What follows belongs to an exercise in optimizing a design on an open flow for small area; a production flow would make more cautious choices.
The RTL was checked by simulation tests, not by an equivalence proof against the original design.
Power is estimated from default activity; no workload was simulated. The clock port is modelled as an ideal driver; clocking choices that lean on that would not hold on a real chip.

==> v5 <==
## deadline_ordered_alarm_queue
module deadline_ordered_alarm_queue (
   input  logic                          clock,
   input  logic                          reset,
   input  logic                          start,
   output logic                          busy,
   input  logic [doaq_pkg::OP_W-1:0]     req_op,
   input  logic [doaq_pkg::SLOT_W-1:0]   req_alarm_slot,
   input  logic [doaq_pkg::DELAY_W-1:0]  req_delay_ms,
   input  logic                          csr_wr_en,
   input  logic [doaq_pkg::THRESH_W-1:0] csr_wr_data,
   output logic                          rsp_valid,
   output logic                          rsp_kind,
   output logic [doaq_pkg::SLOT_W-1:0]   rsp_slot_out,
   output logic [doaq_pkg::MODE_W-1:0]   rsp_wake_mode,
   output logic [doaq_pkg::DELAY_W-1:0]  rsp_next_delay_ms,
   output logic                          rsp_last
);
export LEC_CHECK = 0
export CAP_MARGIN = 20
export CORE_MARGIN = 2
export CORE_UTILIZATION = 40
export SLEW_MARGIN = 20
create_clock -name core_clock -period 8.0 [get_ports {clock}]
standard.sh (not shown) runs the stock make flow with config.mk's settings and CLKGATE_MAP_FILE= SYNTH_SCRIPT=/design/flow/synth_recipe.tcl, a recipe that flattens the netlist after the stock synthesis.
==> flow/flow/run.sh <==
#!/bin/bash
# The standard layout (standard.sh) in two parts: after the floorplan, the combinational logic is
# restructured for area with OpenROAD's restructure (registers untouched); then placement to the
# final layout. ORFS settings given through the environment: the port buffers use the smallest
# buffer, and the clock tree uses large leaf clusters of clkbuf_16 without dummy loads.
set -euo pipefail
export BUFFER_PORTS_ARGS="-buffer_cell sky130_fd_sc_hd__buf_1"
export CTS_ARGS="-sink_clustering_enable -repair_clock_nets -buf_list sky130_fd_sc_hd__clkbuf_16 -sink_clustering_size 36 -sink_clustering_max_diameter 60 -dont_use_dummy_load"
bash standard.sh floorplan > standard_floorplan.log 2>&1
export FULL_LIB="$FLOW_HOME/platforms/sky130hd/lib/sky130_fd_sc_hd__tt_025C_1v80.lib"
export AREA_LIB="$PWD/area.lib"
export RES_DIR="$PWD/orfs/results/sky130hd/deadline_ordered_alarm_queue/base"
export RS_WORK="$PWD/rs_work"
mkdir -p "$RS_WORK"
python3 flow/filter_lib.py "$FULL_LIB" "$AREA_LIB" > filter_lib.log 2>&1
openroad -no_init -exit flow/restructure.tcl > restructure.log 2>&1
bash standard.sh finish > standard_finish.log 2>&1
Other scripts of this flow, unchanged in this note and not shown: flow/flow/filter_lib.py, flow/flow/restructure.tcl
==> inputs of v29, as changes to v5 <==
--- a/flow/flow/run.sh
+++ b/flow/flow/run.sh
@@ -7,3 +7,3 @@
 export BUFFER_PORTS_ARGS="-buffer_cell sky130_fd_sc_hd__buf_1"
-export CTS_ARGS="-sink_clustering_enable -repair_clock_nets -buf_list sky130_fd_sc_hd__clkbuf_16 -sink_clustering_size 36 -sink_clustering_max_diameter 60 -dont_use_dummy_load"
+export CTS_ARGS="-sink_clustering_enable -repair_clock_nets -buf_list sky130_fd_sc_hd__clkbuf_16 -sink_clustering_size 30 -sink_clustering_max_diameter 80 -dont_use_dummy_load"
 bash standard.sh floorplan > standard_floorplan.log 2>&1
--- a/flow/config.mk
+++ b/flow/config.mk
@@ -7,5 +7,8 @@
 export LEC_CHECK = 0
-export CAP_MARGIN = 20
+export CAP_MARGIN = 0
 export CORE_MARGIN = 2
-export CORE_UTILIZATION = 40
-export SLEW_MARGIN = 20
+export CORE_UTILIZATION = 65
+export GPL_ROUTABILITY_DRIVEN = 0
+export GPL_TIMING_DRIVEN = 0
+export PLACE_DENSITY = 0.75
+export SLEW_MARGIN = 0
==> inputs of v35, as changes to v5 <==
--- a/flow/flow/run.sh
+++ b/flow/flow/run.sh
@@ -7,3 +7,3 @@
 export BUFFER_PORTS_ARGS="-buffer_cell sky130_fd_sc_hd__buf_1"
-export CTS_ARGS="-sink_clustering_enable -repair_clock_nets -buf_list sky130_fd_sc_hd__clkbuf_16 -sink_clustering_size 36 -sink_clustering_max_diameter 60 -dont_use_dummy_load"
+export CTS_ARGS="-sink_clustering_enable -repair_clock_nets -buf_list sky130_fd_sc_hd__clkbuf_16 -sink_clustering_size 34 -sink_clustering_max_diameter 80 -dont_use_dummy_load"
 bash standard.sh floorplan > standard_floorplan.log 2>&1
--- a/flow/config.mk
+++ b/flow/config.mk
@@ -7,5 +7,6 @@
 export LEC_CHECK = 0
-export CAP_MARGIN = 20
+export CAP_MARGIN = 0
 export CORE_MARGIN = 2
-export CORE_UTILIZATION = 40
-export SLEW_MARGIN = 20
+export CORE_UTILIZATION = 75
+export PLACE_DENSITY = 0.9
+export SLEW_MARGIN = 0
==> results.txt <==
quantity                                                                        v35                      v29                       v5
Status                                                               finished clean           finished clean           finished clean
Final critical-path required period                                         6.95 ns                  7.35 ns                  6.68 ns
Sort of element at the end of the critical path                           flip-flop               output pin               output pin
First DRT Iteration DRCs                                                       1111                     1188                      742
Max-slew headroom at the worst pin                                            39.3%                    21.2%                    37.7%
Total power divided by cell area                                         272 nW/um2               271 nW/um2               279 nW/um2
Count of standard-cell rows                                                      58                       62                       80
Setup Skew                                                                0.0235 ns                0.0521 ns                 0.102 ns
Type of the setup path with the least slack                  flip-flop to flip-flop  flip-flop to output pin  flip-flop to output pin
Post-DR wirelength/cell                                                     20.5 um                  18.1 um                  17.3 um
Max Freq                                                                  0.144 GHz                0.136 GHz                0.150 GHz
Final instance count without filler cells                                      1789                     1844                     2083
Resized cells post-CTS                                                            0                        2                        0
Area of all placed cells without fillers                                  19600 um2                19900 um2                20200 um2
Placer's final routability congestion estimate                                0.905                        -                    0.853
HPWL after detailed placement                                              24400 um                 23000 um                 25000 um
Global-route wire length before repair                                     56400 um                 51500 um                 54800 um
Static Leakage                                                              7.39 nW                  7.48 nW                  7.53 nW
Die span in x                                                                164 um                   176 um                   223 um
Launch point of the worst path                                  ring_ff[17]$_DFF_P_   state_ff[2]$_SDFF_PP0_   state_ff[2]$_SDFF_PP0_
Largest voltage drop on the vdd net                                        0.283 mV                 0.178 mV                 0.194 mV
Via count                                                                     10300                    10300                    10100
Relative area of non-clock buffer cells in the final design                   2.43%                    3.09%                    2.29%
Combined buffer and inverter count along the critical path                        4                        4                        5
Fraction of power consumed by combinational cells                              3.5%                     3.5%                     3.3%
Startpoint of the most critical hold path                      ring_ff[438]$_DFF_P_     ring_ff[259]$_DFF_P_     ring_ff[127]$_DFF_P_

## what the ideal ports hide
No port has a modelled driver above. Below, the same layouts with a new extraction and two added sets of constraints.
Step 1 assumes that a clkbuf_16 drives the clock port and a buf_2 every other input.
Step 2 adds t to the input delays and takes it off the output delays; t is the mean of the earliest and latest rising clock arrival at the registers after step 1. Input paths then give back, and output paths get back, about the clock's delay inside the block.
a / b / c = no drivers / after step 1 / after step 2; a / b = the first two.
run	t (ns)	setup slack, ns	hold slack, ns	latest minus earliest clock arrival (ns)	cell pins on the clock port's net
v5	0.596	1.319 / 1.273 / 1.397	0.250 / 0.250 / 0.250	0.102 / 0.103	1
v29	0.597	0.646 / 0.596 / 0.707	0.290 / 0.290 / 0.290	0.054 / 0.054	1
v35	0.599	1.050 / 1.050 / 1.050	0.321 / 0.321 / 0.321	0.024 / 0.025	1
After both steps every run listed still meets setup and hold.
